From an optimization exercise on the open Yosys and OpenROAD flow, aimed at small area, a short achievable clock period and few clock cycles per item; shortcuts taken in it are not production practice.
Function was checked by simulation only, so behaviour that the tests miss may differ from the original.
No activity file was given, so power comes from the tool's default toggle rates.

==> design/flow/design.v <==
package csidhPkg;
	localparam int NUM_PRIMES = 130;
	localparam int KEY_W = 4 * NUM_PRIMES;
	localparam int COF_W = 64;
	localparam int DIG_W = 3;
	localparam int NUM_STAGES = (COF_W + DIG_W - 1) / DIG_W;
	localparam int PIPE_W = NUM_STAGES * DIG_W;
	localparam int REM_W = 10;
	localparam logic [COF_W-1:0] COF_ALL = 64'hdbe34c5460e36454;
	localparam int NUM_BUFS = 2;
	localparam int BUF_W = 1;
	localparam int BUF_GAP = NUM_STAGES - 1;
	localparam int REP_GAP = 4;
	localparam int AGE_W = $clog2(BUF_GAP + 1);
	localparam int NUM_CHUNKS = 17;
endpackage
`timescale 1ns/1ns
module exponentBank (
	input logic clk,
	input logic load,
	input logic [csidhPkg::KEY_W-1:0] privateKey,
	input logic [4:0] chunkSel,
	input logic chunkDir,
	output logic [7:0] chunkMatch,
	output logic [7:0] keyChunk0,
	output logic [7:0] keyChunk1,
	output logic [15:0] signChunks01,
	input logic maskDir,
	input logic [7:0] maskLo,
	input logic [7:0] maskHi,
	output logic [csidhPkg::NUM_PRIMES-1:0] mask,
	output logic maskSign
);
	localparam int NP = csidhPkg::NUM_PRIMES;
	logic [NP-1:0] signs;
	logic [8*(csidhPkg::NUM_CHUNKS+2)-1:0] matchAll;
	always_ff @(posedge clk) begin
		if (load) begin
			for (int i = 0; i < NP; i++) begin
				signs[i] <= privateKey[4 * (NP - 1 - i) + 3];
			end
		end
	end
	always_comb begin
		for (int i = 0; i < 8; i++) begin
			keyChunk0[i] = !privateKey[4 * (NP - 1 - i) + 3];
			keyChunk1[i] = !privateKey[4 * (NP - 1 - (i + 8)) + 3];
		end
	end
	assign signChunks01 = signs[15:0];
	always_comb begin
		matchAll = '0;
		matchAll[NP-1:0] = signs ^ {NP{!chunkDir}};
	end
	assign chunkMatch = matchAll[8*chunkSel +: 8];
	always_ff @(posedge clk) begin
		for (int i = 0; i < NP; i++) begin
			mask[i] <= (signs[i] == maskDir) && (8'(i) >= maskLo) && (8'(i) <= maskHi);
		end
		maskSign <= maskDir;
	end
endmodule
`timescale 1ns/1ns
module primeMultiplier (
	input logic [8:0] pHalf,
	input logic [csidhPkg::REM_W-1:0] remS,
	input logic [csidhPkg::REM_W-1:0] remC,
	input logic remCin,
	input logic [csidhPkg::DIG_W-1:0] xDig,
	output logic [csidhPkg::DIG_W-1:0] yDig,
	output logic [csidhPkg::REM_W-1:0] remSOut,
	output logic [csidhPkg::REM_W-1:0] remCOut,
	output logic remCinOut
);
	localparam int DW = csidhPkg::DIG_W;
	localparam int RW = csidhPkg::REM_W;
	localparam int SW = RW + DW;
	logic [9:0] p;
	logic [3:0] inv;
	logic [DW-1:0] t;
	logic [DW-1:0] y;
	logic [SW-1:0] rows [DW];
	logic [SW-1:0] sumS;
	logic [SW-1:0] sumC;
	logic [DW:0] lowSum;
	assign p = {pHalf, 1'b1};
	always_comb begin
		case (p[3:1])
			3'd0: inv = 4'd1;
			3'd1: inv = 4'd11;
			3'd2: inv = 4'd13;
			3'd3: inv = 4'd7;
			3'd4: inv = 4'd9;
			3'd5: inv = 4'd3;
			3'd6: inv = 4'd5;
			default: inv = 4'd15;
		endcase
	end
	logic [DW-1:0] ta;
	logic [DW-1:0] tb;
	logic [DW-1:0] tg;
	logic [DW-1:0] tp;
	logic [DW:0] tc;
	always_comb begin
		ta = xDig ^ ~remS[DW-1:0] ^ ~remC[DW-1:0];
		tb = ((xDig & ~remS[DW-1:0]) | (xDig & ~remC[DW-1:0]) | (~remS[DW-1:0] & ~remC[DW-1:0])) << 1;
		tb[0] = !remCin;
		tg = ta & tb;
		tp = ta ^ tb;
		tc[0] = 1'b1;
		for (int i = 0; i < DW; i++) begin
			logic run;
			tc[i+1] = 1'b0;
			run = 1'b1;
			for (int j = i; j >= 0; j--) begin
				tc[i+1] = tc[i+1] | (run & tg[j]);
				run = run & tp[j];
			end
			tc[i+1] = tc[i+1] | run;
		end
		t = tp ^ tc[DW-1:0];
	end
	assign y[0] = t[0];
	assign y[1] = t[1] ^ (t[0] & inv[1]);
	generate
		if (DW >= 3) begin : g_y2
			assign y[2] = t[2] ^ (t[1] & inv[1]) ^ (t[0] & inv[2]) ^ (t[0] & t[1] & inv[1]);
		end
		if (DW >= 4) begin : g_y3
			logic a, b, c, e;
			assign a = t[2];
			assign b = t[1] & inv[1];
			assign c = t[0] & inv[2];
			assign e = t[0] & t[1] & inv[1];
			assign y[3] = t[3] ^ (t[2] & inv[1]) ^ (t[1] & inv[2]) ^ (t[0] & inv[3]) ^
				((a & b) ^ (a & c) ^ (a & e) ^ (b & c) ^ (b & e) ^ (c & e));
		end
	endgenerate
	assign yDig = y;
	always_comb begin
		for (int j = 0; j < DW; j++) begin
			rows[j] = y[j] ? SW'(p) << j : '0;
		end
		sumS = SW'(remS);
		sumC = SW'(remC);
		for (int j = 0; j < DW; j++) begin
			logic [SW-1:0] a;
			a = sumS;
			sumS = a ^ sumC ^ rows[j];
			sumC = ((a & sumC) | (a & rows[j]) | (sumC & rows[j])) << 1;
			if (j == 0) sumC[0] = remCin;
		end
	end
	always_comb begin
		logic [DW-1:0] lg;
		logic [DW-1:0] lp;
		logic run;
		lg = sumS[DW-1:0] & sumC[DW-1:0];
		lp = sumS[DW-1:0] ^ sumC[DW-1:0];
		lowSum = '0;
		run = 1'b1;
		for (int i = DW - 1; i >= 0; i--) begin
			lowSum[DW] = lowSum[DW] | (run & lg[i]);
			run = run & lp[i];
		end
	end
	assign remSOut = sumS[SW-1:DW];
	assign remCOut = sumC[SW-1:DW];
	assign remCinOut = lowSum[DW];
endmodule
`timescale 1ns/1ns
module cofactorEngine (
	input logic clk,
	input logic rst,
	input logic [7:0] slotIdx,
	input logic slotTake,
	input logic slotFirst,
	input logic slotLast,
	input logic [csidhPkg::BUF_W-1:0] slotBuf,
	output logic [csidhPkg::COF_W-1:0] cofactor,
	output logic repStart,
	output logic preRepStart,
	output logic [csidhPkg::BUF_W-1:0] preRepBuf,
	output logic [csidhPkg::BUF_W-1:0] repBuf,
	output logic lastInFlight
);
	localparam int NS = csidhPkg::NUM_STAGES;
	localparam int DW = csidhPkg::DIG_W;
	localparam int RW = csidhPkg::REM_W;
	localparam int NB = csidhPkg::NUM_BUFS;
	localparam int BW = csidhPkg::BUF_W;
	localparam int PW = csidhPkg::PIPE_W;
	localparam logic [PW-1:0] COF_PAD = PW'(csidhPkg::COF_ALL);
	logic [7:0] dsIdx;
	logic dsTake;
	logic dsFirst;
	logic dsLast;
	logic [BW-1:0] dsBuf;
	logic [8:0] primeHalf;
	logic [9*NS-1:0] stP;
	logic [NS-1:0] stFirst;
	logic [NS-1:0] stLast;
	logic [BW*NS-1:0] stBuf;
	logic [RW*NS-1:0] stRemS;
	logic [RW*NS-1:0] stRemC;
	logic [NS-1:0] stCin;
	logic [PW-1:0] xDigits;
	logic [PW-1:0] yDigits;
	logic [RW*NS-1:0] remSOut;
	logic [RW*NS-1:0] remCOut;
	logic [NS-1:0] cinOut;
	logic [NB*PW-1:0] bufs;
	always_comb begin
		case (dsIdx)
			8'd0: primeHalf = 9'd1;
			8'd1: primeHalf = 9'd2;
			8'd2: primeHalf = 9'd3;
			8'd3: primeHalf = 9'd5;
			8'd4: primeHalf = 9'd6;
			8'd5: primeHalf = 9'd8;
			8'd6: primeHalf = 9'd9;
			8'd7: primeHalf = 9'd11;
			8'd8: primeHalf = 9'd14;
			8'd9: primeHalf = 9'd15;
			8'd10: primeHalf = 9'd18;
			8'd11: primeHalf = 9'd20;
			8'd12: primeHalf = 9'd21;
			8'd13: primeHalf = 9'd23;
			8'd14: primeHalf = 9'd26;
			8'd15: primeHalf = 9'd29;
			8'd16: primeHalf = 9'd30;
			8'd17: primeHalf = 9'd33;
			8'd18: primeHalf = 9'd35;
			8'd19: primeHalf = 9'd36;
			8'd20: primeHalf = 9'd39;
			8'd21: primeHalf = 9'd41;
			8'd22: primeHalf = 9'd44;
			8'd23: primeHalf = 9'd48;
			8'd24: primeHalf = 9'd50;
			8'd25: primeHalf = 9'd51;
			8'd26: primeHalf = 9'd53;
			8'd27: primeHalf = 9'd54;
			8'd28: primeHalf = 9'd56;
			8'd29: primeHalf = 9'd63;
			8'd30: primeHalf = 9'd65;
			8'd31: primeHalf = 9'd68;
			8'd32: primeHalf = 9'd69;
			8'd33: primeHalf = 9'd74;
			8'd34: primeHalf = 9'd75;
			8'd35: primeHalf = 9'd78;
			8'd36: primeHalf = 9'd81;
			8'd37: primeHalf = 9'd83;
			8'd38: primeHalf = 9'd86;
			8'd39: primeHalf = 9'd89;
			8'd40: primeHalf = 9'd90;
			8'd41: primeHalf = 9'd95;
			8'd42: primeHalf = 9'd96;
			8'd43: primeHalf = 9'd98;
			8'd44: primeHalf = 9'd99;
			8'd45: primeHalf = 9'd105;
			8'd46: primeHalf = 9'd111;
			8'd47: primeHalf = 9'd113;
			8'd48: primeHalf = 9'd114;
			8'd49: primeHalf = 9'd116;
			8'd50: primeHalf = 9'd119;
			8'd51: primeHalf = 9'd120;
			8'd52: primeHalf = 9'd125;
			8'd53: primeHalf = 9'd128;
			8'd54: primeHalf = 9'd131;
			8'd55: primeHalf = 9'd134;
			8'd56: primeHalf = 9'd135;
			8'd57: primeHalf = 9'd138;
			8'd58: primeHalf = 9'd140;
			8'd59: primeHalf = 9'd141;
			8'd60: primeHalf = 9'd146;
			8'd61: primeHalf = 9'd153;
			8'd62: primeHalf = 9'd155;
			8'd63: primeHalf = 9'd156;
			8'd64: primeHalf = 9'd158;
			8'd65: primeHalf = 9'd165;
			8'd66: primeHalf = 9'd168;
			8'd67: primeHalf = 9'd173;
			8'd68: primeHalf = 9'd174;
			8'd69: primeHalf = 9'd176;
			8'd70: primeHalf = 9'd179;
			8'd71: primeHalf = 9'd183;
			8'd72: primeHalf = 9'd186;
			8'd73: primeHalf = 9'd189;
			8'd74: primeHalf = 9'd191;
			8'd75: primeHalf = 9'd194;
			8'd76: primeHalf = 9'd198;
			8'd77: primeHalf = 9'd200;
			8'd78: primeHalf = 9'd204;
			8'd79: primeHalf = 9'd209;
			8'd80: primeHalf = 9'd210;
			8'd81: primeHalf = 9'd215;
			8'd82: primeHalf = 9'd216;
			8'd83: primeHalf = 9'd219;
			8'd84: primeHalf = 9'd221;
			8'd85: primeHalf = 9'd224;
			8'd86: primeHalf = 9'd228;
			8'd87: primeHalf = 9'd230;
			8'd88: primeHalf = 9'd231;
			8'd89: primeHalf = 9'd233;
			8'd90: primeHalf = 9'd239;
			8'd91: primeHalf = 9'd243;
			8'd92: primeHalf = 9'd245;
			8'd93: primeHalf = 9'd249;
			8'd94: primeHalf = 9'd251;
			8'd95: primeHalf = 9'd254;
			8'd96: primeHalf = 9'd260;
			8'd97: primeHalf = 9'd261;
			8'd98: primeHalf = 9'd270;
			8'd99: primeHalf = 9'd273;
			8'd100: primeHalf = 9'd278;
			8'd101: primeHalf = 9'd281;
			8'd102: primeHalf = 9'd284;
			8'd103: primeHalf = 9'd285;
			8'd104: primeHalf = 9'd288;
			8'd105: primeHalf = 9'd293;
			8'd106: primeHalf = 9'd296;
			8'd107: primeHalf = 9'd299;
			8'd108: primeHalf = 9'd300;
			8'd109: primeHalf = 9'd303;
			8'd110: primeHalf = 9'd306;
			8'd111: primeHalf = 9'd308;
			8'd112: primeHalf = 9'd309;
			8'd113: primeHalf = 9'd315;
			8'd114: primeHalf = 9'd320;
			8'd115: primeHalf = 9'd321;
			8'd116: primeHalf = 9'd323;
			8'd117: primeHalf = 9'd326;
			8'd118: primeHalf = 9'd329;
			8'd119: primeHalf = 9'd330;
			8'd120: primeHalf = 9'd336;
			8'd121: primeHalf = 9'd338;
			8'd122: primeHalf = 9'd341;
			8'd123: primeHalf = 9'd345;
			8'd124: primeHalf = 9'd350;
			8'd125: primeHalf = 9'd354;
			8'd126: primeHalf = 9'd359;
			8'd127: primeHalf = 9'd363;
			8'd128: primeHalf = 9'd366;
			8'd129: primeHalf = 9'd491;
			default: primeHalf = 9'd0;
		endcase
	end
	genvar d;
	generate
		for (d = 0; d < NS; d++) begin : g_stage
			logic [DW-1:0] xIn;
			logic [RW-1:0] remS;
			logic [RW-1:0] remC;
			logic remCin;
			assign xIn = xDigits[DW*d +: DW];
			if (d == 0) begin : g_first
				assign remS = '0;
				assign remC = '0;
				assign remCin = 1'b0;
			end else begin : g_rest
				assign remS = stRemS[RW*d +: RW];
				assign remC = stRemC[RW*d +: RW];
				assign remCin = stCin[d];
			end
			primeMultiplier stage_i (
				.pHalf(stP[9*d +: 9]),
				.remS(remS),
				.remC(remC),
				.remCin(remCin),
				.xDig(xIn),
				.yDig(yDigits[DW*d +: DW]),
				.remSOut(remSOut[RW*d +: RW]),
				.remCOut(remCOut[RW*d +: RW]),
				.remCinOut(cinOut[d])
			);
		end
	endgenerate
	always_ff @(posedge clk) begin
		dsIdx <= slotIdx;
		dsTake <= slotTake;
		dsFirst <= slotFirst;
		dsBuf <= slotBuf;
		stP <= {stP[9*(NS-1)-1:0], dsTake ? primeHalf : 9'd0};
		stFirst <= {stFirst[NS-2:0], dsFirst};
		stBuf <= {stBuf[BW*(NS-1)-1:0], dsBuf};
		stRemS <= {remSOut[RW*(NS-1)-1:0], {RW{1'b0}}};
		stRemC <= {remCOut[RW*(NS-1)-1:0], {RW{1'b0}}};
		stCin <= {cinOut[NS-2:0], 1'b0};
		for (int i = 0; i < NS; i++) begin
			if (i == 0 ? dsFirst : stFirst[i-1]) begin
				xDigits[DW*i +: DW] <= COF_PAD[DW*i +: DW];
			end else begin
				xDigits[DW*i +: DW] <= yDigits[DW*i +: DW];
			end
		end
		for (int i = 0; i < NS; i++) begin
			for (int b = 0; b < NB; b++) begin
				if (stLast[i] && stBuf[BW*i +: BW] == BW'(b)) begin
					bufs[PW*b + DW*i +: DW] <= yDigits[DW*i +: DW];
				end
			end
		end
		if (rst) begin
			dsLast <= 1'b0;
			stLast <= '0;
		end else begin
			dsLast <= slotLast;
			stLast <= {stLast[NS-2:0], dsLast};
		end
	end
	always_ff @(posedge clk) begin
		if (repStart) begin
			for (int b = 0; b < NB; b++) begin
				if (repBuf == BW'(b)) cofactor <= bufs[PW*b +: csidhPkg::COF_W];
			end
			cofactor[csidhPkg::COF_W-1:DW*(NS-1)] <= yDigits[csidhPkg::COF_W-1:DW*(NS-1)];
		end
	end
	assign repStart = stLast[NS-1];
	assign preRepStart = stLast[NS-2];
	assign preRepBuf = stBuf[BW*(NS-2) +: BW];
	assign repBuf = stBuf[BW*(NS-1) +: BW];
	assign lastInFlight = dsLast || |stLast;
endmodule
`timescale 1ns/1ns
module batchSequencer (
	input logic clk,
	input logic rst,
	input logic start,
	output logic busy,
	output logic load,
	output logic [4:0] chunkSel,
	output logic chunkDir,
	input logic [7:0] chunkMatch,
	input logic [7:0] keyChunk0,
	input logic [7:0] keyChunk1,
	input logic [15:0] signChunks01,
	output logic [7:0] slotIdx,
	output logic slotTake,
	output logic slotFirst,
	output logic slotLast,
	output logic [csidhPkg::BUF_W-1:0] slotBuf,
	input logic repStart,
	input logic preRepStart,
	input logic [csidhPkg::BUF_W-1:0] preRepBuf,
	input logic [csidhPkg::BUF_W-1:0] repBuf,
	input logic lastInFlight,
	output logic maskDir,
	output logic [7:0] maskLo,
	output logic [7:0] maskHi,
	output logic batchValid,
	output logic done
);
	localparam int NB = csidhPkg::NUM_BUFS;
	localparam int BW = csidhPkg::BUF_W;
	localparam int AW = csidhPkg::AGE_W;
	localparam logic [2:0] ST_IDLE = 3'd0;
	localparam logic [2:0] ST_SCAN = 3'd1;
	localparam logic [2:0] ST_PAD = 3'd2;
	localparam logic [2:0] ST_FIN = 3'd3;
	localparam logic [2:0] ST_DONE = 3'd4;
	logic [2:0] state;
	logic dir;
	logic [4:0] chunk;
	logic [7:0] chunkBits;
	logic [7:0] nextBits;
	logic [3:0] members;
	logic newBatch;
	logic [BW-1:0] wrBuf;
	logic [7:0] lo;
	logic metaDir [NB];
	logic [7:0] metaLo [NB];
	logic [7:0] metaHi [NB];
	logic [AW-1:0] bufAge [NB];
	logic [2:0] repAge;
	logic [2:0] repCnt;
	logic repDir;
	logic [7:0] repLo;
	logic [7:0] repHi;
	logic has;
	logic [2:0] pick;
	logic [7:0] rest;
	logic [7:0] idx;
	logic full;
	logic exhausted;
	logic open_;
	logic endOk;
	logic take;
	logic endNow;
	logic needPad;
	logic switchDir;
	logic [BW-1:0] wrBufNext;
	logic [2:0] stateNext;
	logic busyQ;
	logic doneQ;
	logic validQ;
	assign busy = busyQ;
	assign load = start && !busyQ;
	assign done = doneQ;
	assign batchValid = validQ;
	assign maskDir = repDir;
	assign maskLo = repLo;
	assign maskHi = repHi;
	always_comb begin
		has = chunkBits != 8'd0;
		pick = 3'd0;
		for (int i = 7; i >= 0; i--) begin
			if (chunkBits[i]) pick = 3'(i);
		end
		rest = chunkBits & (chunkBits - 8'd1);
		idx = {chunk[4:0], pick};
	end
	always_comb begin
		wrBufNext = (wrBuf == BW'(NB - 1)) ? '0 : wrBuf + 1'b1;
		endOk = bufAge[wrBuf] == AW'(csidhPkg::BUF_GAP) && repAge == 3'(csidhPkg::REP_GAP);
		full = has && members == 4'd15;
		take = has && (!full || endOk);
		exhausted = chunk == 5'(csidhPkg::NUM_CHUNKS - 1) && (!has || (take && rest == 8'd0));
		open_ = members != 4'd0 || take;
		endNow = (full && endOk) || (exhausted && open_ && endOk);
		needPad = exhausted && open_ && !endOk;
		switchDir = state == ST_SCAN && exhausted && !needPad || state == ST_PAD && endOk;
	end
	assign chunkSel = chunk + 5'd2;
	assign chunkDir = dir;
	always_comb begin
		stateNext = state;
		case (state)
			ST_IDLE, ST_DONE: stateNext = start ? ST_SCAN : ST_IDLE;
			ST_SCAN: begin
				if (exhausted) begin
					if (needPad) stateNext = ST_PAD;
					else if (dir) stateNext = ST_FIN;
				end
			end
			ST_PAD: begin
				if (endOk) stateNext = dir ? ST_FIN : ST_SCAN;
			end
			ST_FIN: begin
				if (!lastInFlight && repCnt <= 3'd1) stateNext = ST_DONE;
			end
			default: stateNext = ST_IDLE;
		endcase
	end
	always_comb begin
		slotIdx = idx;
		slotTake = 1'b0;
		slotFirst = 1'b0;
		slotLast = 1'b0;
		slotBuf = wrBuf;
		if (state == ST_SCAN) begin
			slotTake = take;
			slotFirst = newBatch;
			slotLast = endNow;
		end else if (state == ST_PAD) begin
			slotLast = endOk;
		end
	end
	always_ff @(posedge clk) begin
		for (int b = 0; b < NB; b++) begin
			if (bufAge[b] != AW'(csidhPkg::BUF_GAP)) bufAge[b] <= bufAge[b] + 1'b1;
		end
		if (repAge != 3'(csidhPkg::REP_GAP)) repAge <= repAge + 3'd1;
		if (slotLast && !rst) begin
			bufAge[wrBuf] <= '0;
			repAge <= 3'd0;
			metaDir[wrBuf] <= dir;
			metaLo[wrBuf] <= lo;
			metaHi[wrBuf] <= (state == ST_SCAN && full) ? idx : 8'd255;
			wrBuf <= wrBufNext;
		end
		if (rst) begin
			state <= ST_IDLE;
			busyQ <= 1'b0;
			doneQ <= 1'b0;
			validQ <= 1'b0;
			repCnt <= 3'd0;
			wrBuf <= '0;
			for (int b = 0; b < NB; b++) begin
				bufAge[b] <= AW'(csidhPkg::BUF_GAP);
			end
			repAge <= 3'(csidhPkg::REP_GAP);
		end else begin
			state <= stateNext;
			busyQ <= stateNext == ST_SCAN || stateNext == ST_PAD || stateNext == ST_FIN;
			doneQ <= stateNext == ST_DONE;
			validQ <= repStart || repCnt > 3'd1;
			if (preRepStart) begin
				repDir <= metaDir[preRepBuf];
				repLo <= metaLo[preRepBuf];
				repHi <= metaHi[preRepBuf];
			end
			if (repStart) begin
				repCnt <= 3'd5;
			end else if (repCnt != 3'd0) begin
				repCnt <= repCnt - 3'd1;
			end
			case (state)
				ST_IDLE, ST_DONE: begin
					if (start) begin
						dir <= 1'b0;
						chunk <= 5'd0;
						chunkBits <= keyChunk0;
						nextBits <= keyChunk1;
						members <= 4'd0;
						newBatch <= 1'b1;
						lo <= 8'd0;
					end
				end
				ST_SCAN: begin
					if (endNow) begin
						newBatch <= 1'b1;
						members <= 4'd0;
						lo <= idx + 8'd1;
					end else begin
						newBatch <= 1'b0;
						if (take) members <= members + 4'd1;
					end
					if (exhausted) begin
						if (needPad) begin
						end else if (!dir) begin
							dir <= 1'b1;
							chunk <= 5'd0;
							chunkBits <= signChunks01[7:0];
							nextBits <= signChunks01[15:8];
							lo <= 8'd0;
						end else begin
						end
					end else if (!has || (take && rest == 8'd0)) begin
						chunk <= chunk + 5'd1;
						chunkBits <= nextBits;
						nextBits <= chunkMatch;
					end else if (take) begin
						chunkBits <= rest;
					end
				end
				ST_PAD: begin
					if (endOk) begin
						newBatch <= 1'b1;
						members <= 4'd0;
						if (!dir) begin
							dir <= 1'b1;
							chunk <= 5'd0;
							chunkBits <= signChunks01[7:0];
							nextBits <= signChunks01[15:8];
							lo <= 8'd0;
						end else begin
						end
					end
				end
				ST_FIN: begin
					if (!lastInFlight && repCnt <= 3'd1) begin
					end
				end
				default: begin
				end
			endcase
		end
	end
endmodule
`timescale 1ns/1ns
module csidhScheduler (
	input logic clk,
	input logic rst,
	input logic start,
	input logic [csidhPkg::KEY_W-1:0] privateKey,
	output logic busy,
	output logic batchValid,
	output logic batchSign,
	output logic done,
	output logic [csidhPkg::NUM_PRIMES-1:0] batchMask,
	output logic [csidhPkg::COF_W-1:0] cofactor
);
	logic load;
	logic [4:0] chunkSel;
	logic chunkDir;
	logic [7:0] chunkMatch;
	logic [7:0] keyChunk0;
	logic [7:0] keyChunk1;
	logic [15:0] signChunks01;
	logic maskDir;
	logic [7:0] maskLo;
	logic [7:0] maskHi;
	logic [7:0] slotIdx;
	logic slotTake;
	logic slotFirst;
	logic slotLast;
	logic [csidhPkg::BUF_W-1:0] slotBuf;
	logic repStart;
	logic preRepStart;
	logic [csidhPkg::BUF_W-1:0] preRepBuf;
	logic [csidhPkg::BUF_W-1:0] repBuf;
	logic lastInFlight;
	exponentBank bank_i (
		.clk(clk),
		.load(load),
		.privateKey(privateKey),
		.chunkSel(chunkSel),
		.chunkDir(chunkDir),
		.chunkMatch(chunkMatch),
		.keyChunk0(keyChunk0),
		.keyChunk1(keyChunk1),
		.signChunks01(signChunks01),
		.maskDir(maskDir),
		.maskLo(maskLo),
		.maskHi(maskHi),
		.mask(batchMask),
		.maskSign(batchSign)
	);
	batchSequencer seq_i (
		.clk(clk),
		.rst(rst),
		.start(start),
		.busy(busy),
		.load(load),
		.chunkSel(chunkSel),
		.chunkDir(chunkDir),
		.chunkMatch(chunkMatch),
		.keyChunk0(keyChunk0),
		.keyChunk1(keyChunk1),
		.signChunks01(signChunks01),
		.slotIdx(slotIdx),
		.slotTake(slotTake),
		.slotFirst(slotFirst),
		.slotLast(slotLast),
		.slotBuf(slotBuf),
		.repStart(repStart),
		.preRepStart(preRepStart),
		.preRepBuf(preRepBuf),
		.repBuf(repBuf),
		.lastInFlight(lastInFlight),
		.maskDir(maskDir),
		.maskLo(maskLo),
		.maskHi(maskHi),
		.batchValid(batchValid),
		.done(done)
	);
	cofactorEngine cof_i (
		.clk(clk),
		.rst(rst),
		.slotIdx(slotIdx),
		.slotTake(slotTake),
		.slotFirst(slotFirst),
		.slotLast(slotLast),
		.slotBuf(slotBuf),
		.cofactor(cofactor),
		.repStart(repStart),
		.preRepStart(preRepStart),
		.preRepBuf(preRepBuf),
		.repBuf(repBuf),
		.lastInFlight(lastInFlight)
	);
endmodule
==> design/flow/run.sh <==
#!/bin/bash
# synth_recipe.tcl (not shown) runs the flow's synth.tcl, then flattens the netlist and writes it again
# the make line also repeats each setting of config.mk as NAME=value (left out here)
make -C /OpenROAD-flow-scripts/flow DESIGN_CONFIG=/design/flow/config.mk WORK_HOME=/design/flow/orfs CLKGATE_MAP_FILE= SYNTH_SCRIPT=/design/flow/synth_recipe.tcl finish
==> design/flow/config.mk <==
export PLATFORM = sky130hd
export DESIGN_NAME = csidhScheduler
export DESIGN_NICKNAME = csidhScheduler
export VERILOG_FILES = /design/flow/design.v
export SDC_FILE = /design/flow/constraint.sdc
export NUM_CORES = 4
export LEC_CHECK = 0
export CAP_MARGIN = 20
export CORE_MARGIN = 2
export CORE_UTILIZATION = 40
export CTS_CLUSTER_DIAMETER = 90
export CTS_CLUSTER_SIZE = 24
export SETUP_SLACK_MARGIN = 5.0
export SLEW_MARGIN = 20
==> design/flow/constraint.sdc <==
create_clock -name core_clock -period 8.0 [get_ports {clk}]
set_input_delay 1.6000 -clock core_clock [delete_from_list [all_inputs] [get_ports {clk}]]
set_output_delay 1.6000 -clock core_clock [all_outputs]
set_load 0.01 [all_outputs]
==> metrics.log, run 1 <==
INFO  metric outcome = no timing/DRC/antenna violations
INFO  metric synth_area_leader = sky130_fd_sc_hd__dfxtp_1
INFO  metric chip_width = 382 um
INFO  metric final_util = 47.4%
INFO  metric drt-total-wl = 139000 um
INFO  metric r2r_start = cof_i.xDigits[3]
INFO  metric synth_flop_cell = sky130_fd_sc_hd__dfxtp_1
INFO  metric pwr_cell_area = 328 mW/mm^2
INFO  metric synth_top_cells_by_area = sky130_fd_sc_hd__dfxtp_1, sky130_fd_sc_hd__edfxtp_1, sky130_fd_sc_hd__fa_1, sky130_fd_sc_hd__inv_1, sky130_fd_sc_hd__and2_1
INFO  metric depth_of_the_worst_register_to_register_path = 9
INFO  metric detailedPlacementHpwl = 101000 um
INFO  metric critical_path_s_slowest_cell = sky130_fd_sc_hd__edfxtp_1
INFO  metric timing.critical_path.fanout_max = 1
INFO  metric yosysTopAreaCellShare = 28.9%
INFO  metric critPathCapture = cofactor[2]
INFO  metric dr.first_iter.drc_count = 2693
INFO  metric gr-total-overflow = 0
INFO  metric fin_area = 0.0671 mm^2
INFO  metric cts_max_path_buffers = 3
INFO  metric min_clock_period_post_route = 3.01 ns
INFO  metric holdWs = 0.335 ns
INFO  metric cts_inserted_buffers = 61
INFO  metric total_number_of_clock_tree_sinks = 1226
INFO  metric vias = 34600
INFO  metric max-vdd-ir-drop = 0.000303 V
INFO  metric max_freq = 0.333 GHz
INFO  metric setup_viol = 0
INFO  metric critical_path_cell_by_cell = buf_2
INFO  metric global_route.usage.total = 18.1%
INFO  metric nets = 6242
INFO  metric yosys_warnings = 5
INFO  metric clkLatencyLatePin = 0.74 ns
INFO  metric timing.critical_path.max_delay_family = flip-flops
INFO  metric detailed_place.area = 0.0623 mm^2
INFO  metric port_buffers = 329
INFO  metric p_leak = 27.4 nW
INFO  metric grt_antenna_before_repair = 10
INFO  metric async_flop_share = 0%
INFO  metric grt_first_pass_wirelength = 205000 um
INFO  metric cpPeakStageDelay = 0.52 ns
INFO  metric netlist_top_cells_count = sky130_fd_sc_hd__dfxtp_1, sky130_fd_sc_hd__inv_1, sky130_fd_sc_hd__fa_1
INFO  metric r2r_end = cof_i.stRemC[20]
INFO  metric post_drt_wl_per_cell = 19.6 um
INFO  metric fin_skew = 0.0786 ns
INFO  metric post_synthesis_sequential_element_count = 1226
INFO  metric grt_start_max_net_pins = 68
INFO  metric critPathLaunchType = flop
INFO  metric tritoncts = built
INFO  metric route.detailed.vias_per_inst = 4.88
INFO  metric die_area = 0.146 mm^2
INFO  metric die_height = 382 um
INFO  metric report.final.hold_viol_count = 0
INFO  metric clock_tree.root_cell = sky130_fd_sc_hd__clkbuf_16
INFO  metric gp_congestion = 0.946
INFO  metric drt_drc_violations_left = 0
INFO  metric buffers_inverters_on_critical_path = 1
INFO  metric critPathCaptureType = output pin
INFO  metric worst_ep_required_time = 6.40 ns
INFO  metric unrepaired_setup_endpoints_after_global_routing = yes
INFO  metric syn-mean-instance-area = 12.0 um^2
INFO  metric num_io_pins = 721
INFO  metric tightestPinTransition = 1.11 ns
INFO  metric first_pass_iters = 7
INFO  metric maxCapViolations = 0
INFO  metric antenna_left = 0
INFO  metric worstHoldPathCells = 0
INFO  metric worst_hold_path_type = flop to flop
INFO  metric synthMostInstantiatedCell = sky130_fd_sc_hd__dfxtp_1
INFO  metric synth_area = 0.0570 mm^2
INFO  metric min_period_over_period = 37.6%
INFO  metric final.setup.worst_slack = 4.99 ns
INFO  metric synth_enable_flop_cells = 403
INFO  metric worstSetupPathDepth = 1
INFO  metric area_growth = 17.7%
INFO  metric core.rowCount = 138
INFO  metric first_global_vias = 33800
INFO  metric worst_slew_margin_rel = 25.5%
INFO  metric syn_inst = 4752
INFO  metric criticalPathCategory = flop to output pin
INFO  metric placement.setup.worst_slack = 3.99 ns
INFO  metric arrival_time_of_the_worst_setup_path = 1.41 ns
INFO  metric ctsHtreeMaxLevel = 2
INFO  metric core_region_area = 0.142 mm^2
INFO  metric synth-seq-area-share = 50.1%
INFO  metric clkSlewWorstSetupHoldPaths = 0.10 ns
INFO  metric tns = 0 ns
INFO  metric synth_cell_type_count = 85
INFO  metric setup_slack_on_the_worst_flop_to_flop_path = 5.01 ns
INFO  metric initial_utilization = 40.3%
INFO  metric final_max_slew_viol_count = 0
INFO  metric post_route_cells_drive_above_1_share = 16.3%
INFO  metric critical_path.startpoint = cof_i.cofactor[2]
## worst min path at each step
stage / start / to / slack [ns]
final: cof_i.dsBuf / cof_i.stBuf[0] / 0.33
after global routing: cof_i.dsBuf / cof_i.stBuf[0] / 0.35
after CTS: cof_i.dsBuf / cof_i.stBuf[0] / 0.34
after detailed placement: cof_i.dsBuf / cof_i.stBuf[0] / 0.31
after global placement: cof_i.dsBuf / cof_i.stBuf[0] / 0.32
after floorplan: cof_i.dsBuf / cof_i.stBuf[0] / 0.31
## layout by cell type (no fill, tap or decap), drive strengths merged, types with 10 or more instances in the layout
cell	count
clkdlybuf4s50	131
or3	16
dlygate4sd2	64
xnor2	171
clkbuf	105
mux2i	23
mux4	42
nand2b	24
or2	41
mux2	88
maj3	42
nor3	50
fa	485
nor3b	13
a21oi	131
o22ai	15
buf	210
nand3	32
edfxtp	403
nor4	16
nor2	131
ha	75
o21ai	95
and2	367
a2111oi	56
a211oi	41
xor2	134
nor2b	138
and3	18
o21bai	10
a31oi	21
dfxtp	823
a311oi	10
clkdlybuf4s15	114
o221ai	15
nand2	263
o211ai	14
inv	678
## repair_timing
item                       in CTS  in global routing
setup endpoints to repair     702                395
gates cloned                    1                 16
hold buffers                    0                  0
buffers inserted               42                107
gates resized for setup       560                268
pin swaps                      31                101
## state kept, by name, indices dropped and copies added (netlist names), 22 cells and up, named ones only
name	cells
bank_i.mask	130
cof_i.xDigits	63
cof_i.stRemC	174
cof_i.stBuf	22
cof_i.stRemS	174
cof_i.stLast	22
cof_i.bufs	124
cof_i.stP	180
bank_i.signs	130
cof_i.cofactor	63
## where the power goes
group	internal (mW)	switching (mW)	leakage (nW)
Combinational	4.81	5.51	16.1
Sequential	7.56	0.542	10.4
Clock	1.51	2.05	0.895
Total	13.9	8.10	27.4
## routing by layer
metal | vias to the layer above | share of wire [%] | track usage [%]
li1 | 16100 | - | -
met3 | 215 | 5.7 | 2.67
met1 | 17300 | 44 | 24.8
met4 | 0 | 4.1 | 7.30
met2 | 1005 | 46 | 29.0
met5 | - | 0 | 0
## cell families (layout without fill, tap and decap cells)
group | after synthesis | count (layout) | share of synthesized area, %
AO/OA/AOI/OAI | 466 | 466 | 5.56
XOR/XNOR | 296 | 305 | 4.55
adder cells (fa/ha/maj) | 602 | 602 | 19.4
buffers and inverters | 872 | 1310 | 5.83
flip-flops | 1226 | 1226 | 50.1
multiplexers | 153 | 153 | 3.80
other | 1 | 4 | 0.00658
AND/OR/NAND/NOR | 1136 | 1137 | 10.7
## metrics by stage
stage                     std cells  power (mW)
after floorplan                4753        12.9
after global placement         6820        14.9
after detailed placement       6820        15.1
after CTS                      6968        19.6
after global routing           7091        23.5
final                          7093        22.0
## final cells by class
type | instances | area [um^2]
inverters | 675 | 2530
multi-input cells | 2665 | 26500
fillers | 12700 | 74500
clock buffers | 94 | 1680
repair buffers | 530 | 5070
well taps | 1890 | 2360
flip-flops and latches | 1226 | 28800
diodes | 2 | 5.00
clock inverters | 11 | 183
Testbench counts, summed over its fixed seeds: cycles 3,884, keys 24.
==> inputs of run 2 (changes only) <==
--- a/design/flow/config.mk
+++ b/design/flow/config.mk
@@ -9,3 +9,3 @@
 export CORE_MARGIN = 2
-export CORE_UTILIZATION = 40
+export CORE_UTILIZATION = 50
 export CTS_CLUSTER_DIAMETER = 90
==> run 2 against run 1 <==
- still clean
- global-route usage is 4.9 points higher
- synthesized cell count stayed put
- final area is 1.3% lower
- critical path depth is 3 higher
- clock skew is 0.045 ns lower
- sequential share of layout area is 0.40 points higher
- synthesized area stayed put
- count of clock-buffer cells in the layout is 3 lower
- critical path type is now flop to flop
- largest power group unchanged
==> metrics.log, run 2 <==
INFO  metric num_io_pins = 721 (unchanged)
INFO  metric chip_width = 342 um (-10%)
INFO  metric core_region_area = 0.113 mm^2 (-20%)
INFO  metric detailed_place.area = 0.0619 mm^2 (-0.70%)
INFO  metric initial_utilization = 50.5% (+10 points)
INFO  metric grt_busiest_layer = met2
INFO  metric yosysTopAreaCellShare = 28.9% (unchanged)
INFO  metric yosys_warnings = 5 (unchanged)
INFO  metric synth_area_leader = sky130_fd_sc_hd__dfxtp_1
INFO  metric cts_inserted_buffers = 59 (-3.3%)
INFO  metric port_buffers = 329 (unchanged)
INFO  metric critical_path_cell_by_cell = and3_1 -> nor2_1 -> nor2b_1 -> a2111oi_0
INFO  metric worst_ep_required_time = 8.52 ns (+2.12 ns)
INFO  metric drt-total-wl = 139000 um (-0.20%)
INFO  metric clock_tree.root_cell = sky130_fd_sc_hd__clkbuf_16
INFO  metric tns = 0 ns (unchanged)
INFO  metric pwr_cell_area = 328 mW/mm^2 (+0.19%)
INFO  metric first_pass_iters = 5 (-2)
INFO  metric tightestPinTransition = 1.33 ns (+0.229 ns)
INFO  metric vias = 34700 (+0.21%)
INFO  metric critical_path_s_slowest_cell = sky130_fd_sc_hd__a2111oi_0
INFO  metric met2_global_route_usage = 35.3% (+6.3 points)
INFO  metric report.final.hold_viol_count = 0 (unchanged)
INFO  metric clkSlewWorstSetupHoldPaths = 0.09 ns (about the same)
INFO  metric route.detailed.vias_per_inst = 5.18 (+6.2%)
INFO  metric setup_slack_on_the_worst_flop_to_flop_path = 4.95 ns (-0.06 ns)
INFO  metric max_freq = 0.327 GHz (-1.5%)
INFO  metric worst_slew_margin_rel = 8.79% (-17 points)
INFO  metric worst_hold_startpoint = cof_i.stP[5]
INFO  metric fin_area = 0.0662 mm^2 (-1.3%)
INFO  metric netlist_top_cells_count = sky130_fd_sc_hd__dfxtp_1, sky130_fd_sc_hd__inv_1, sky130_fd_sc_hd__fa_1
INFO  metric p_leak = 27.4 nW (+0.12%)
INFO  metric setup_viol = 0 (unchanged)
INFO  metric syn_inst = 4752 (unchanged)
INFO  metric min_clock_period_post_route = 3.05 ns (+0.0463 ns)
INFO  metric arrival_time_of_the_worst_setup_path = 3.57 ns (+2.16 ns)
INFO  metric clkLatencyLatePin = 0.71 ns (-0.03 ns)
INFO  metric detailedPlacementHpwl = 100000 um (-1.3%)
INFO  metric antenna_left = 0 (unchanged)
INFO  metric grt_first_pass_wirelength = 207000 um (+0.85%)
INFO  metric synthMostInstantiatedCell = sky130_fd_sc_hd__dfxtp_1
INFO  metric unrepaired_setup_endpoints_after_global_routing = yes
INFO  metric die_height = 342 um (-10%)
INFO  metric post_drt_wl_per_cell = 20.8 um (+5.7%)
INFO  metric min_period_over_period = 38.2% (+0.58 points)
INFO  metric total_number_of_clock_tree_sinks = 1226 (unchanged)
INFO  metric diodes = 0 (-2)
INFO  metric maxCapViolations = 0 (unchanged)
INFO  metric r2r_start = seq_i.repLo[0]
INFO  metric syn-mean-instance-area = 12.0 um^2 (unchanged)
INFO  metric timing.critical_path.max_delay_family = simple AND/OR/NAND/NOR gates
INFO  metric core.rowCount = 123 (-11%)
INFO  metric post_synthesis_sequential_element_count = 1226 (unchanged)
INFO  metric nets = 6238 (-0.064%)
INFO  metric register_with_the_highest_flop_count = cof_i.stP
INFO  metric fin_skew = 0.0338 ns (-0.0448 ns)
INFO  metric most_frequent_cells_in_the_layout = sky130_fd_sc_hd__dfxtp_1, sky130_fd_sc_hd__inv_1, sky130_fd_sc_hd__fa_1
INFO  metric fillCellCount = 9371 (-26%)
INFO  metric cts-hold-fix-buffers = 0 (unchanged)
INFO  metric async_flop_share = 0% (unchanged)
INFO  metric max-vdd-ir-drop = 0.000248 V (-18%)
INFO  metric synth_enable_flop_cells = 403 (unchanged)
INFO  metric critPathLaunchType = flop
INFO  metric grt_antenna_before_repair = 12 (+2)
INFO  metric tritoncts = built
INFO  metric depth_of_the_worst_register_to_register_path = 4 (-5)
INFO  metric worstSetupPathDepth = 4 (+3)
INFO  metric synth_area = 0.0570 mm^2 (unchanged)
INFO  metric synth_cell_type_count = 85 (unchanged)
INFO  metric outcome = no timing/DRC/antenna violations
INFO  metric r2r_end = bank_i.mask[54]
INFO  metric cts_max_path_buffers = 3 (unchanged)
INFO  metric cpPeakStageDelay = 0.91 ns (+0.39 ns)
INFO  metric largest_reg_flops = 180 (unchanged)
INFO  metric synth_flop_cell = sky130_fd_sc_hd__dfxtp_1
INFO  metric reg.largest.list = cof_i.stP: 180 flops, cof_i.stRemC: 174 flops, cof_i.stRemS: 174 flops
INFO  metric final_common_cell = sky130_fd_sc_hd__dfxtp_1
INFO  metric final_util = 58.7% (+11 points)
INFO  metric buffers_inverters_on_critical_path = 0 (-1)
INFO  metric first_global_vias = 34400 (+1.8%)
INFO  metric synth_top_cells_by_area = sky130_fd_sc_hd__dfxtp_1, sky130_fd_sc_hd__edfxtp_1, sky130_fd_sc_hd__fa_1, sky130_fd_sc_hd__inv_1, sky130_fd_sc_hd__and2_1
INFO  metric gp_congestion = 0.997 (+5.4%)
INFO  metric met1_usage = 33.1% (+8.3 points)
INFO  metric global_route.usage.total = 23.1% (+4.9 points)
INFO  metric holdPathEnd = cof_i.stP[14]
INFO  metric timing.critical_path.fanout_max = 14 (+13)
INFO  metric ctsHtreeMaxLevel = 2 (unchanged)
INFO  metric die_area = 0.117 mm^2 (-20%)
INFO  metric worstHoldPathCells = 0 (unchanged)
INFO  metric drt_drc_violations_left = 0 (unchanged)
INFO  metric holdWs = 0.352 ns (+0.0170 ns)
INFO  metric final_max_slew_viol_count = 0 (unchanged)
INFO  metric dr.first_iter.drc_count = 2521 (-6.4%)
INFO  metric gr-total-overflow = 0 (unchanged)
INFO  metric post_route_cells_drive_above_1_share = 14.7% (-1.6 points)
INFO  metric grt_start_max_net_pins = 132 (+94%)
INFO  metric critPathCaptureType = flop
INFO  metric area_growth = 16.2%
INFO  metric worst_hold_path_type = flop to flop
INFO  metric synth-seq-area-share = 50.1% (unchanged)
INFO  metric criticalPathCategory = flop to flop
INFO  metric globalRouteMet3Util = 3.33% (+0.66 points)
run 2: cell types whose count changed in the layout (fill, tap and decap cells not counted), moves of 6 or more:
cell                              change
sky130_fd_sc_hd__buf_12               -6
sky130_fd_sc_hd__dlygate4sd2_1       +42
sky130_fd_sc_hd__clkdlybuf4s15_2     -32
sky130_fd_sc_hd__inv_1                +6
sky130_fd_sc_hd__buf_6                -6
sky130_fd_sc_hd__dfxtp_1             +42
sky130_fd_sc_hd__dfxtp_2             -23
sky130_fd_sc_hd__dfxtp_4             -19
run 2: worst register-to-register path: cells and delay by family, from the launching register on:
kind / cells / cell delay, ns
AND/OR/NAND/NOR: 3 / 1.25
AO/OA/AOI/OAI: 1 / 0.91
flip-flops: 1 / 0.71
run 2: report_power, final:
group / internal [mW] / total [mW] / switching (mW) / leakage [nW]
registers: 7.56 / 8.11 / 0.550 / 10.4
logic: 4.74 / 10.2 / 5.47 / 16.2
clock network: 1.46 / 3.42 / 1.97 / 0.854
run 2: cell families after synthesis:
group	after synthesis	share of synthesized area [%]
AO/OA/AOI/OAI	466	5.56
XOR/XNOR	296	4.55
adder cells (fa/ha/maj)	602	19.4
buffers and inverters	872	5.83
flip-flops	1226	50.1
multiplexers	153	3.80
other	1	0.00658
AND/OR/NAND/NOR	1136	10.7
run 2: per-layer routing:
| layer | vias to the layer above | wire (um) |
|---|---|---|
| met5 | - | 11 |
| met2 | 1061 | 62200 |
| met4 | 2 | 6160 |
| met1 | 17300 | 63000 |
| li1 | 16100 | - |
| met3 | 239 | 7720 |
run 2: what timing repair did:
action                                  CTS  global route
gates resized for setup                 405           275
gates cloned                              1            17
endpoints found under the setup margin  586           387
pin swaps                                27            95
endpoints found under the hold margin     0             0
setup buffers                            40           102
run 2: how the worst max path moves through the flow:
stage,from,end
2_1_floorplan,start,bank_i.signs[0]
3_3_place_gp,start,seq_i.chunkBits[4]
3_5_place_dp,cof_i.stRemC[120],cof_i.stRemS[131]
4_1_cts,seq_i.chunkBits[3],seq_i.metaHi[1][2]
5_1_grt,cof_i.stRemC[91],cof_i.stRemS[103]
6_report,seq_i.repLo[0],bank_i.mask[54]
run 2: cell type report:
| class | count | area, um^2 | share of cell area, % |
|---|---|---|---|
| tap | 1500 | 1880 | 2.83 |
| clock buffer | 91 | 1650 | 2.49 |
| sequential | 1226 | 28700 | 43.3 |
| inverter | 675 | 2530 | 3.83 |
| timing repair buffer | 525 | 4830 | 7.29 |
| clock inverter | 11 | 103 | 0.155 |
| multi-input combinational | 2668 | 26600 | 40.1 |
run 2: per-stage QoR:
| stage | power (mW) | setup slack, ns | std cells |
|---|---|---|---|
| 6_report | 21.7 | 4.95 | 6696 |
| 5_1_grt | 23.3 | 4.93 | 6696 |
| 4_1_cts | 19.3 | 5.00 | 6577 |
| 3_5_place_dp | 14.9 | 4.27 | 6434 |
| 3_3_place_gp | 14.7 | 4.30 | 6433 |
| 2_1_floorplan | 12.9 | 4.01 | 4753 |
==> inputs of run 3 (changes only) <==
--- a/design/flow/config.mk
+++ b/design/flow/config.mk
@@ -7,5 +7,6 @@
 export LEC_CHECK = 0
+export ABC_AREA = 1
 export CAP_MARGIN = 20
 export CORE_MARGIN = 2
-export CORE_UTILIZATION = 50
+export CORE_UTILIZATION = 40
 export CTS_CLUSTER_DIAMETER = 90
==> run 3 against run 2 <==
- critical path depth shrank 3
- register-to-register slack gained 0.11 ns
- non-clock buffer count shrank 47
- worst setup slack gained 0.099 ns
- largest cell class unchanged
- routed wire length grew 9.1%
- still clean
==> metrics.log, run 3 <==
INFO  metric final_common_cell = sky130_fd_sc_hd__inv_1
INFO  metric tritoncts = built
INFO  metric most_frequent_cells_in_the_layout = sky130_fd_sc_hd__inv_1, sky130_fd_sc_hd__nand2_1, sky130_fd_sc_hd__dfxtp_1
INFO  metric worst_slew_margin_rel = 12.0% (+3.2 points)
INFO  metric power.combinational.fraction = 45.8% (-1.1 points)
INFO  metric ctsHtreeMaxLevel = 2 (unchanged)
INFO  metric critical_path_s_slowest_cell = sky130_fd_sc_hd__dfxtp_4
INFO  metric die_height = 383 um (+12%)
INFO  metric placement.setup.worst_slack = 3.83 ns (-0.440 ns)
INFO  metric final_max_slew_viol_count = 0 (unchanged)
INFO  metric unrepaired_setup_endpoints_after_global_routing = yes
INFO  metric xor_xnor_cell_area_share_of_the_yosys_netlist = 4.16% (-0.38 points)
INFO  metric cpPeakStageDelay = 0.40 ns (-0.51 ns)
INFO  metric first_global_vias = 37100 (+7.6%)
INFO  metric route.met2.wl = 67800 um (+9.0%)
INFO  metric wl_met3 = 11800 um (+52%)
INFO  metric post_layout_nonfiller_instances = 7945 (+19%)
INFO  metric total_design_power = 21.4 mW (-1.7%)
INFO  metric critical_path_cell_by_cell = clkdlybuf4s15_2
INFO  metric power.net_switching = 8.35 mW (+4.5%)
INFO  metric pwr_cell_area = 321 mW/mm^2 (-2.3%)
INFO  metric yosysTopAreaCellShare = 28.7% (-0.20 points)
INFO  metric chip_width = 383 um (+12%)
INFO  metric report.final.hold_viol_count = 0 (unchanged)
INFO  metric final.setup.worst_slack = 5.04 ns (+0.0986 ns)
INFO  metric synth-seq-area-share = 49.8% (-0.34 points)
INFO  metric route.detailed.vias_per_inst = 4.78 (-7.7%)
INFO  metric max_freq = 0.338 GHz (+3.3%)
INFO  metric nets = 7083 (+14%)
INFO  metric cts_max_path_buffers = 3 (unchanged)
INFO  metric total_number_of_clock_tree_sinks = 1226 (unchanged)
INFO  metric synth-adder-area-share = 19.1% (-0.36 points)
INFO  metric r2r_start = seq_i.repLo[6]
INFO  metric post_route_cells_drive_above_1_share = 11.8% (-2.9 points)
INFO  metric post_drt_wl_per_cell = 19.1 um (-8.1%)
INFO  metric route.top_layer_used = met4
INFO  metric first_pass_iters = 6 (+1)
INFO  metric depth_of_the_worst_register_to_register_path = 7 (+3)
INFO  metric core.rowCount = 138 (+12%)
INFO  metric global_route.usage.total = 20.2% (-2.9 points)
INFO  metric worst_hold_path_type = flop to flop
INFO  metric internal_power = 13.0 mW (-5.4%)
INFO  metric num_io_pins = 721 (unchanged)
INFO  metric clkSlewWorstSetupHoldPaths = 0.10 ns (about the same)
INFO  metric syn_inst = 5597 (+18%)
INFO  metric cts_inserted_buffers = 61 (+3.4%)
INFO  metric drt-total-wl = 152000 um (+9.1%)
INFO  metric tns = 0 ns (unchanged)
INFO  metric tightestPinTransition = 1.29 ns (-0.0473 ns)
INFO  metric synthMuxAreaShare = 1.55% (-2.3 points)
INFO  metric total_routed_wire_length_on_the_met1_layer = 67500 um (+7.3%)
INFO  metric timing.critical_path.fanout_max = 1 (-13)
INFO  metric gr-total-overflow = 0 (unchanged)
INFO  metric synth_enable_flop_cells = 403 (unchanged)
INFO  metric fin_skew = 0.0418 ns (+0.00798 ns)
INFO  metric power.sequential.fraction = 37.5% (+0.2 points)
INFO  metric setup_viol = 0 (unchanged)
INFO  metric maxCapViolations = 0 (unchanged)
INFO  metric worstHoldPathCells = 0 (unchanged)
INFO  metric timing.critical_path.max_delay_family = flip-flops
INFO  metric synth_area = 0.0574 mm^2 (+0.68%)
INFO  metric initial_utilization = 40.4% (-10 points)
INFO  metric synth_area_leader = sky130_fd_sc_hd__dfxtp_1
INFO  metric gp_congestion = 1.00 (+0.45%)
INFO  metric register_with_the_highest_flop_count = cof_i.stP
INFO  metric critPathCaptureType = output pin
INFO  metric yosys_warnings = 5 (unchanged)
INFO  metric yosys.area_share.simple = 11.2% (+0.52 points)
INFO  metric setup_slack_on_the_worst_flop_to_flop_path = 5.06 ns (+0.11 ns)
INFO  metric synth_top_cells_by_area = sky130_fd_sc_hd__dfxtp_1, sky130_fd_sc_hd__edfxtp_1, sky130_fd_sc_hd__fa_1, sky130_fd_sc_hd__inv_1, sky130_fd_sc_hd__nand2_1
INFO  metric share_clk_of_total_power = 16.8% (+1.1 points)
INFO  metric die_area = 0.147 mm^2 (+26%)
INFO  metric post_synthesis_sequential_element_count = 1226 (unchanged)
INFO  metric arrival_time_of_the_worst_setup_path = 1.36 ns (-2.21 ns)
INFO  metric netlist_top_cells_count = sky130_fd_sc_hd__inv_1, sky130_fd_sc_hd__dfxtp_1, sky130_fd_sc_hd__nand2_1
INFO  metric grt_start_max_net_pins = 131 (-0.76%)
INFO  metric dr.first_iter.drc_count = 2942 (+17%)
INFO  metric r2r_end = bank_i.mask[34]
INFO  metric port_buffers = 329 (unchanged)
INFO  metric drt_drc_violations_left = 0 (unchanged)
INFO  metric p_leak = 29.5 nW (+7.3%)
INFO  metric worst_hold_startpoint = cof_i.stP[80]
INFO  metric vias = 37900 (+9.5%)
INFO  metric reg.largest.list = cof_i.stP: 180 flops, cof_i.stRemC: 174 flops, cof_i.stRemS: 174 flops
INFO  metric antenna_left = 0 (unchanged)
INFO  metric numPlacedInstances = 7704 (+20%)
INFO  metric grt_first_pass_wirelength = 224000 um (+8.6%)
INFO  metric grt_antenna_before_repair = 11 (-1)
INFO  metric core_region_area = 0.142 mm^2 (+26%)
INFO  metric min_clock_period_post_route = 2.96 ns (-0.0986 ns)
INFO  metric main_combinational_cell_family_by_area_after_synthesis = adder cells
INFO  metric buffers_inverters_on_critical_path = 1 (+1)
INFO  metric critPathLaunchType = flop
INFO  metric syn-mean-instance-area = 10.3 um^2 (-15%)
INFO  metric area_growth = 16.1% (about the same)
INFO  metric max-vdd-ir-drop = 0.000236 V (-4.8%)
INFO  metric detailedPlacementHpwl = 115000 um (+15%)
INFO  metric cts-hold-fix-buffers = 0 (unchanged)
INFO  metric worst_ep_required_time = 6.40 ns (-2.12 ns)
INFO  metric fillCellCount = 13200 (+41%)
INFO  metric clock_tree.root_cell = sky130_fd_sc_hd__clkbuf_16
INFO  metric synth_compound_gate_area_share = 4.92% (-0.64 points)
INFO  metric synth_cell_type_count = 59 (-31%)
INFO  metric holdPathEnd = cof_i.stP[89]
INFO  metric async_flop_share = 0% (unchanged)
INFO  metric synth_flop_cell = sky130_fd_sc_hd__dfxtp_1
INFO  metric largest_reg_flops = 180 (unchanged)
INFO  metric holdWs = 0.369 ns (+0.0170 ns)
INFO  metric min_period_over_period = 36.9% (-1.2 points)
INFO  metric synthMostInstantiatedCell = sky130_fd_sc_hd__inv_1
INFO  metric outcome = no timing/DRC/antenna violations
INFO  metric criticalPathCategory = flop to output pin
INFO  metric switching_share = 39.1% (+2.3 points)
INFO  metric clkLatencyLatePin = 0.73 ns (+0.02 ns)
==> run 3: power groups by stage <==
stage               logic (mW)  registers [mW]  clock network (mW)
global placement          6.98            8.13                   0
global route              10.9            8.09                3.93
detailed placement        7.18            8.15                   0
floorplan                 5.08            8.00                   0
finish                    9.79            8.00                3.58
CTS                       8.40            8.00                3.71
==> run 3: worst max-delay path by stage <==
stage / start / endpoint / slack [ns] / depth (start not counted)
2_1_floorplan: start / bank_i.signs[0] / 4.05 / 2
6_report: bank_i.mask[4] / batchMask[4] / 5.04 / 1
3_5_place_dp: start / seq_i.chunkBits[4] / 3.83 / 7
5_1_grt: cof_i.stRemC[101] / cof_i.stRemS[111] / 4.91 / 13
3_3_place_gp: start / seq_i.nextBits[5] / 3.73 / 7
4_1_cts: seq_i.bufAge[0][2] / seq_i.bufAge[1][0] / 4.98 / 15
==> run 3: layout make-up <==
type	count	area (um^2)	share of cell area, %
flip-flops and latches	1226	28700	43.1
multi-input cells	2972	24300	36.4
inverters	1261	4890	7.34
repair buffers	478	4480	6.72
well taps	1890	2360	3.55
clock buffers	96	1740	2.61
clock inverters	13	144	0.216
diodes	9	22.5	0.0338
==> run 3: routing by layer <==
metal	track usage, %	vias to the layer above
li1	-	17900
met1	28.8	18700
met2	31.5	1177
met3	3.60	203
met4	5.57	0
met5	0	-
==> run 3: through the flow <==
stage / utilization [%] / area [um^2]
after global placement: 44.2 / 62700
after detailed placement: 44.2 / 62700
after global routing: 46.9 / 66600
final: 47.0 / 66700
after floorplan: - / 57400
after CTS: 46.1 / 65400
==> run 3: timing repair <==
action	4_1_cts	5_1_grt
gates cloned	0	1
setup endpoints to repair	627	350
buffers inserted	28	94
gates resized for setup	629	182
pin swaps	15	57
==> run 3: kinds of logic after synthesis <==
family,count (synthesis)
muxes,79
and+or+nand+nor,1569
xor gates and xnor gates,272
DFF,1226
other,1
adders and majority gates,589
buffers and inverters,1400
AOI/OAI and AO/OA,461
==> inputs of run 4 (changes only) <==
--- a/design/flow/config.mk
+++ b/design/flow/config.mk
@@ -7,4 +7,3 @@
 export LEC_CHECK = 0
-export ABC_AREA = 1
-export CAP_MARGIN = 20
+export CAP_MARGIN = 10
 export CORE_MARGIN = 2
@@ -14,2 +13,2 @@
 export SETUP_SLACK_MARGIN = 5.0
-export SLEW_MARGIN = 20
+export SLEW_MARGIN = 10
==> run 4 against run 3 <==
- sequential cell count is the same
- global-route usage decreased by 1.9 points
- synthesized area down 0.68%
- critical path type unchanged
- core utilization up 0.19 points
==> metrics.log, run 4 <==
INFO  metric critPathCaptureType = output pin
INFO  metric fin_skew = 0.0628 ns (+0.0210 ns)
INFO  metric area_growth = 17.1%
INFO  metric synth_flop_cell = sky130_fd_sc_hd__dfxtp_1
INFO  metric critical_path_s_slowest_cell = sky130_fd_sc_hd__edfxtp_1
INFO  metric tightestPinTransition = 1.33 ns (+0.0466 ns)
INFO  metric tritoncts = built
INFO  metric max-vdd-ir-drop = 0.000290 V (+23%)
INFO  metric p_leak = 27.3 nW (-7.4%)
INFO  metric netlist_top_cells_count = sky130_fd_sc_hd__dfxtp_1, sky130_fd_sc_hd__inv_1, sky130_fd_sc_hd__fa_1
INFO  metric syn-mean-instance-area = 12.0 um^2 (+17%)
INFO  metric worst_slew_margin_rel = 8.84% (-3.2 points)
INFO  metric synth-seq-area-share = 50.1% (+0.34 points)
INFO  metric register_with_the_highest_flop_count = cof_i.stP
INFO  metric synthMostInstantiatedCell = sky130_fd_sc_hd__dfxtp_1
INFO  metric gr-total-overflow = 0 (unchanged)
INFO  metric yosys_warnings = 5 (unchanged)
INFO  metric die_height = 382 um (-0.34%)
INFO  metric vias = 34600 (-8.7%)
INFO  metric most_frequent_cells_in_the_layout = sky130_fd_sc_hd__dfxtp_1, sky130_fd_sc_hd__inv_1, sky130_fd_sc_hd__fa_1
INFO  metric r2r_start = seq_i.repHi[2]
INFO  metric numPlacedInstances = 6820 (-11%)
INFO  metric chip_width = 382 um (-0.34%)
INFO  metric depth_of_the_worst_register_to_register_path = 5 (-2)
INFO  metric holdWs = 0.335 ns (-0.0340 ns)
INFO  metric first_global_vias = 34000 (-8.2%)
INFO  metric synth_cell_type_count = 85 (+44%)
INFO  metric total_number_of_clock_tree_sinks = 1226 (unchanged)
INFO  metric global_route.usage.total = 18.2% (-1.9 points)
INFO  metric post_route_cells_drive_above_1_share = 15.9% (+4.2 points)
INFO  metric gp_congestion = 0.946 (-5.5%)
INFO  metric outcome = no timing/DRC/antenna violations
INFO  metric post_drt_wl_per_cell = 19.7 um (+3.0%)
INFO  metric cts_inserted_buffers = 60 (-1.6%)
INFO  metric synth_enable_flop_cells = 403 (unchanged)
INFO  metric setup_slack_on_the_worst_flop_to_flop_path = 5.03 ns (-0.03 ns)
INFO  metric buffers_inverters_on_critical_path = 1 (unchanged)
INFO  metric die_area = 0.146 mm^2 (-0.67%)
INFO  metric clock_tree.root_cell = sky130_fd_sc_hd__clkbuf_16
INFO  metric pwr_cell_area = 326 mW/mm^2 (+1.7%)
INFO  metric route.detailed.vias_per_inst = 4.89 (+2.5%)
INFO  metric initial_utilization = 40.3% (-0.18 points)
INFO  metric first_pass_iters = 6 (unchanged)
INFO  metric report.final.hold_viol_count = 0 (unchanged)
INFO  metric ctsHtreeMaxLevel = 2 (unchanged)
INFO  metric arrival_time_of_the_worst_setup_path = 1.41 ns (+0.05 ns)
INFO  metric min_clock_period_post_route = 3.01 ns (+0.0557 ns)
INFO  metric core_region_area = 0.142 mm^2 (-0.24%)
INFO  metric worst_hold_startpoint = cof_i.dsBuf
INFO  metric unrepaired_setup_endpoints_after_global_routing = yes
INFO  metric holdPathEnd = cof_i.stBuf[0]
INFO  metric final_common_cell = sky130_fd_sc_hd__dfxtp_1
INFO  metric worstHoldPathCells = 0 (unchanged)
INFO  metric port_buffers = 329 (unchanged)
INFO  metric r2r_end = bank_i.mask[113]
INFO  metric yosysTopAreaCellShare = 28.9% (+0.20 points)
INFO  metric setup_viol = 0 (unchanged)
INFO  metric async_flop_share = 0% (unchanged)
INFO  metric critical_path_cell_by_cell = buf_2
INFO  metric worst_ep_required_time = 6.40 ns (about the same)
INFO  metric drt_drc_violations_left = 0 (unchanged)
INFO  metric post_layout_nonfiller_instances = 7080 (-11%)
INFO  metric grt_first_pass_wirelength = 206000 um (-8.2%)
INFO  metric timing.critical_path.max_delay_family = flip-flops
INFO  metric detailedPlacementHpwl = 101000 um (-12%)
INFO  metric criticalPathCategory = flop to output pin
INFO  metric core.rowCount = 138 (unchanged)
INFO  metric nets = 6227 (-12%)
INFO  metric synth_area_leader = sky130_fd_sc_hd__dfxtp_1
INFO  metric min_period_over_period = 37.6% (+0.70 points)
INFO  metric critPathLaunchType = flop
INFO  metric synth_area = 0.0570 mm^2 (-0.68%)
INFO  metric reg.largest.list = cof_i.stP: 180 flops, cof_i.stRemC: 174 flops, cof_i.stRemS: 174 flops
INFO  metric syn_inst = 4752 (-15%)
INFO  metric tns = 0 ns (unchanged)
INFO  metric max_freq = 0.332 GHz (-1.8%)
INFO  metric grt_start_max_net_pins = 68 (-48%)
INFO  metric grt_antenna_before_repair = 6 (-5)
INFO  metric synth_top_cells_by_area = sky130_fd_sc_hd__dfxtp_1, sky130_fd_sc_hd__edfxtp_1, sky130_fd_sc_hd__fa_1, sky130_fd_sc_hd__inv_1, sky130_fd_sc_hd__and2_1
INFO  metric largest_reg_flops = 180 (unchanged)
INFO  metric num_io_pins = 721 (unchanged)
INFO  metric cts_max_path_buffers = 3 (unchanged)
INFO  metric dr.first_iter.drc_count = 2431 (-17%)
INFO  metric post_synthesis_sequential_element_count = 1226 (unchanged)
INFO  metric final_max_slew_viol_count = 0 (unchanged)
INFO  metric drt-total-wl = 139000 um (-8.2%)
INFO  metric clkSlewWorstSetupHoldPaths = 0.10 ns (about the same)
INFO  metric worst_hold_path_type = flop to flop
INFO  metric cpPeakStageDelay = 0.52 ns (+0.12 ns)
INFO  metric final_util = 47.2% (+0.19 points)
INFO  metric cts-hold-fix-buffers = 0 (unchanged)
INFO  metric antenna_left = 0 (unchanged)
INFO  metric timing.critical_path.fanout_max = 1 (unchanged)
INFO  metric clkLatencyLatePin = 0.74 ns (about the same)
INFO  metric maxCapViolations = 0 (unchanged)
==> run 4: worst register-to-register path: cells and delay by family, from the launching register on <==
| family | cells | cell delay, ns |
|---|---|---|
| flip-flops | 1 | 0.76 |
| AND/OR/NAND/NOR | 3 | 0.82 |
| AO/OA/AOI/OAI | 2 | 1.22 |
==> run 4: timing repair <==
item                                   4_1_cts  5_1_grt
endpoints found under the hold margin        0        0
pin swaps                                   32       94
cloned                                       2       14
setup endpoints to repair                  709      412
gates resized for setup                    600      250
setup buffers                               42       94
==> run 4: routing by layer <==
metal	vias up	track usage, %	routed length [um]
met1	17400	24.8	61600
met2	940	29.1	64000
met4	0	7.49	6080
li1	16100	-	-
met5	-	0	0
met3	256	2.75	7540
==> run 4: cell type report <==
cell class,instances,area (um^2)
Tap cell,1890,2360
Timing Repair Buffer,517,4830
Clock inverter,11,150
Antenna cell,4,10.0
Multi-Input combinational cell,2664,26400
Inverter,675,2530
Sequential cell,1226,28800
Clock buffer,93,1700
Fill cell,12800,74800
==> run 4: worst max path at each step <==
stage                       from  cells after the start          endpoint
2_1_floorplan              start                      1   bank_i.signs[0]
3_3_place_gp               start                      3  bank_i.signs[91]
3_5_place_dp               start                      3  bank_i.signs[67]
4_1_cts              seq_i.busyQ                      1              busy
5_1_grt         cof_i.stRemS[20]                      9  cof_i.stRemS[32]
6_report       cof_i.cofactor[2]                      1       cofactor[2]
==> run 4: cell families after synthesis <==
group	count (synthesis)	share of synthesized area, %
fa+ha+maj	602	19.4
xor+xnor	296	4.55
simple gates	1136	10.7
buf+inv	872	5.83
other cells	1	0.00658
mux	153	3.80
flops	1226	50.1
compound gates	466	5.56
==> run 4: where the power goes <==
part           switching, mW  leakage, nW  total, mW  internal, mW
Sequential             0.544         10.4       8.11          7.56
Combinational           5.43         16.0       10.1          4.67
Clock                   2.03        0.887       3.56          1.53
==> run 4: per-stage QoR <==
step	setup slack (ns)	instance area [um^2]	power, mW
finish	4.99	66800	21.8
global placement	4.00	62300	14.9
detailed placement	4.01	62300	15.1
floorplan	4.01	57100	12.9
global route	4.93	66800	23.3
CTS	4.93	65000	19.7

re-timing with driven ports:
How much do the figures lean on ideal ports? The routed layouts below were timed once more, with nothing changed but the port constraints.
Step 1, drivers: a clkbuf_16 drives clk and a buf_2 each remaining input, both assumed.
Step 2, shift: input delay + t, output delay - t, t = (earliest + latest rising clock arrival at the registers) / 2. This alone moves slack from input paths to output paths.
Three values: ideal ports, drivers, drivers and shift; two values: the first two.
run | shift t [ns] | setup WS [ns] | worst setup path at the end
run 1 | 0.777 | 4.993 / 4.918 / 4.369 | input to register
run 2 | 0.762 | 4.946 / 4.946 / 4.378 | input to register
run 3 | 0.783 | 5.045 / 4.970 / 4.387 | input to register
run 4 | 0.778 | 4.989 / 4.919 / 4.306 | input to register
After both steps every run listed still meets setup and hold. The setup slack of run 4, which loses most, moves by -0.070 ns with the drivers and by -0.683 ns with both steps.
